What follows belongs to an exercise in optimizing a design on an open flow for small area and few clock cycles per item; a production flow would make more cautious choices. In this exercise RTL edits were held to simulation tests only and were not proved equivalent to the original.

## oak
## packet_header_parser
module packet_header_parser #(
    parameter int unsigned MAX_FRAME = php_pkg::MAX_FRAME_DEF
) (
    input  logic                         aclk,
    input  logic                         aresetn,
    input  logic                         s_axis_tvalid,
    output logic                         s_axis_tready,
    input  logic [7:0]                   s_axis_tdata,
    input  logic                         s_axis_tlast,
    output logic                         m_axis_tvalid,
    input  logic                         m_axis_tready,
    output logic [php_pkg::RESULT_W-1:0] m_axis_tdata
);
For scale: about 480 cells after synthesis, roughly 110 flip-flops, roughly 95 I/O pins.
clock: 7.0 ns
lec_check: 0
cap_margin: 20
core_margin: 2
core_utilization: 40
slew_margin: 20
standard.sh (not shown) runs the stock make flow with config.mk's settings and CLKGATE_MAP_FILE= SYNTH_SCRIPT=/design/flow/synth_recipe.tcl, a recipe that flattens the netlist after the stock synthesis.
==> flow/flow/run.sh <==
#!/bin/bash
# Standard layout, with every port buffered by the smallest buffer and a leaner clock tree.
set -euo pipefail
export BUFFER_PORTS_ARGS="-buffer_cell sky130_fd_sc_hd__buf_1"
export CTS_ARGS="-sink_clustering_enable -repair_clock_nets -buf_list sky130_fd_sc_hd__clkbuf_8 -dont_use_dummy_load"
bash standard.sh > standard.log 2>&1
Testbench counts of oak, summed over its fixed seeds: cycles 135,206, frames 2,400.
Input-level comparison between pine and oak:
diff --git a/flow/design.v b/flow/design.v
--- a/flow/design.v
+++ b/flow/design.v
@@ -170,21 +170,21 @@
                         ipok_reg <= (&a_sum[7:0]) && (&aoth_reg[7:1]) && (aoth_reg[0] ^ a_sum[8]);
                     end
                     if (t_add) begin
                         bcur_reg <= both_reg;
                         both_reg <= b_sum[7:0];
                         bc_reg   <= b_sum[8];
                     end
                     if (t3 && pc_reg[1]) p2_reg <= {flg_reg, b};
                     if (t12 && is_tcp) off_reg <= b[7:4];
                     if (!t_neg && !seg_in) past_reg <= 1'b1;
-                    if (k_reg[10:2] == {5'b0, m - 4'd1} && k_reg[1:0] == 2'd3) tneg_reg <= 1'b0;
+                    if (k_inc[10:2] == {5'b0, m} && k_inc[1:0] == 2'd0) tneg_reg <= 1'b0;
                     if (!t_neg && k_reg[1:0] == 2'd3 && dq_reg != 3'd5) dq_reg <= dq_reg + 3'd1;
                 end
             end
         end
     end
     logic trunc;
     always_comb begin
         if (ip_reg) begin
             trunc = t_neg
                  || ((is_icmp || is_udp) && t_lt8)
Results
Every run (pine and oak) finished clean.
Summary: with oak as the reference, synthesized netlist cell count in pine moved up by a few percent.
There was hardly any difference in number of buffers inserted during clock tree synthesis between oak and pine.
The first-pass GRT wire length of pine was superior to that of oak.
Per the comparison of pine with oak, area of the placeable core climbed 110 um^2, met3 capacity usage during global routing decreased by 2.0 points relative to the old numbers.
Testbench counts of pine, summed over its fixed seeds: cycles 135,206, frames 2,400.

--- another note on this design; it stands on its own ---

before:
// packet_header_parser
module packet_header_parser #(
    parameter int unsigned MAX_FRAME = php_pkg::MAX_FRAME_DEF
) (
    input  logic                         aclk,
    input  logic                         aresetn,
    input  logic                         s_axis_tvalid,
    output logic                         s_axis_tready,
    input  logic [7:0]                   s_axis_tdata,
    input  logic                         s_axis_tlast,
    output logic                         m_axis_tvalid,
    input  logic                         m_axis_tready,
    output logic [php_pkg::RESULT_W-1:0] m_axis_tdata
);
    logic pend_reg;    
    logic fresh_reg;   
    logic [11:0] k_reg;         
    logic        ip_reg;        
    logic        arp_reg;       
    logic [3:0]  ver_reg;
    logic [3:0]  ihl_reg;
    logic        big_reg;       
    logic        past_reg;      
    logic        tneg_reg;      
    logic [2:0]  dq_reg;        
    logic [11:0] k_inc;
    logic [10:0] tot_reg;       
    logic [1:0]  pc_reg;        
    logic        ipok_reg;      
    logic [7:0]  acur_reg, aoth_reg;   
    logic        ac_reg;
    logic [7:0]  bcur_reg, both_reg;   
    logic        bc_reg;
    logic [15:0] p2_reg;        
    logic [3:0]  off_reg;
    logic [7:0]  flg_reg;       
    localparam logic [11:0] K_LAST = 12'(MAX_FRAME - 15);    
    logic go;
    assign s_axis_tready = !pend_reg || m_axis_tready;
    assign go            = s_axis_tvalid && s_axis_tready;
    assign m_axis_tvalid = pend_reg;
    logic [3:0] m;
    logic [2:0] d;            
    logic       t_neg;        
    logic       seg_in;       
    logic [7:0] b;
    assign b        = s_axis_tdata;
    assign m        = (ihl_reg < 4'd5) ? 4'd5 : ihl_reg;
    assign t_neg    = tneg_reg;
    assign k_inc    = k_reg + 12'd1;
    assign d        = dq_reg;
  ...
clock: 7.0 ns
lec_check: 0
cap_margin: 20
core_margin: 2
core_utilization: 40
slew_margin: 20
standard.sh (not shown) runs the stock make flow with config.mk's settings and CLKGATE_MAP_FILE= SYNTH_SCRIPT=/design/flow/synth_recipe.tcl, a recipe that flattens the netlist after the stock synthesis.
==> flow/flow/run.sh <==
#!/bin/bash
# Standard layout, with every port buffered by the smallest buffer and a leaner clock tree.
set -euo pipefail
export BUFFER_PORTS_ARGS="-buffer_cell sky130_fd_sc_hd__buf_1"
export CTS_ARGS="-sink_clustering_enable -repair_clock_nets -buf_list sky130_fd_sc_hd__clkbuf_8 -dont_use_dummy_load -sink_clustering_size 30 -sink_clustering_max_diameter 120"
bash standard.sh > standard.log 2>&1
Testbench counts of before, summed over its fixed seeds: cycles 135,206, frames 2,400.
Input-level comparison between after and before:
==> flow/flow/run.sh <==
#!/bin/bash
# Standard layout, with every port buffered by the smallest buffer and a leaner clock tree.
set -euo pipefail
export BUFFER_PORTS_ARGS="-buffer_cell sky130_fd_sc_hd__buf_1"
export CTS_ARGS="-sink_clustering_enable -repair_clock_nets -buf_list sky130_fd_sc_hd__clkbuf_16 -dont_use_dummy_load -sink_clustering_size 50 -sink_clustering_max_diameter 200"
bash standard.sh > standard.log 2>&1
### Flow results
- Looking at after and before, the final hold slack is a wash.
- In after, final critical path time including I/O delays and setup is lower than in before.
- Between before and after, the post-synthesis compound-gate area fraction does not differ in any meaningful way.
- Portion of the clock cycle consumed by the worst path in the final layout in after vs before: down 0.63 points
- Between after and before, the met3 routing resource usage after global routing does not differ in any meaningful way.
- Against before as the reference, after delivers a lower routed wire length.
- after vs before, met2 usage went down by 0.25 points.
- after — maximum frequency about 1% higher, before as reference

-- separate check: timing with driven ports --
The flow's constraints put no driver on any port. The routed layouts listed below were extracted and timed again, unchanged, in two steps. Step 1 assumes that a clkbuf_16 drives the clock port and a buf_2 every other input. Step 2 times the ports against the registers' clock, not the clock port: input delays grow and output delays shrink by t, the midpoint of the rising clock arrivals with the driver on. Slacks: ideal ports / drivers / drivers and shift; pairs: ideal ports / drivers.
run | t, ns | setup slack, ns | worst register clock-pin slew, ns
oak | 0.404 | 1.807 / 1.807 / 1.509 | 0.10 / 0.10
pine | 0.404 | 1.504 / 1.504 / 1.481 | 0.11 / 0.11
before | 0.423 | 2.694 / 2.656 / 2.834 | 0.11 / 0.11
after | 0.394 | 2.738 / 2.695 / 2.854 | 0.08 / 0.08
After both steps setup and hold are still met in every run listed. For oak, which loses most, drivers alone change the setup slack by 0.000 ns; drivers and shift together by -0.298 ns.
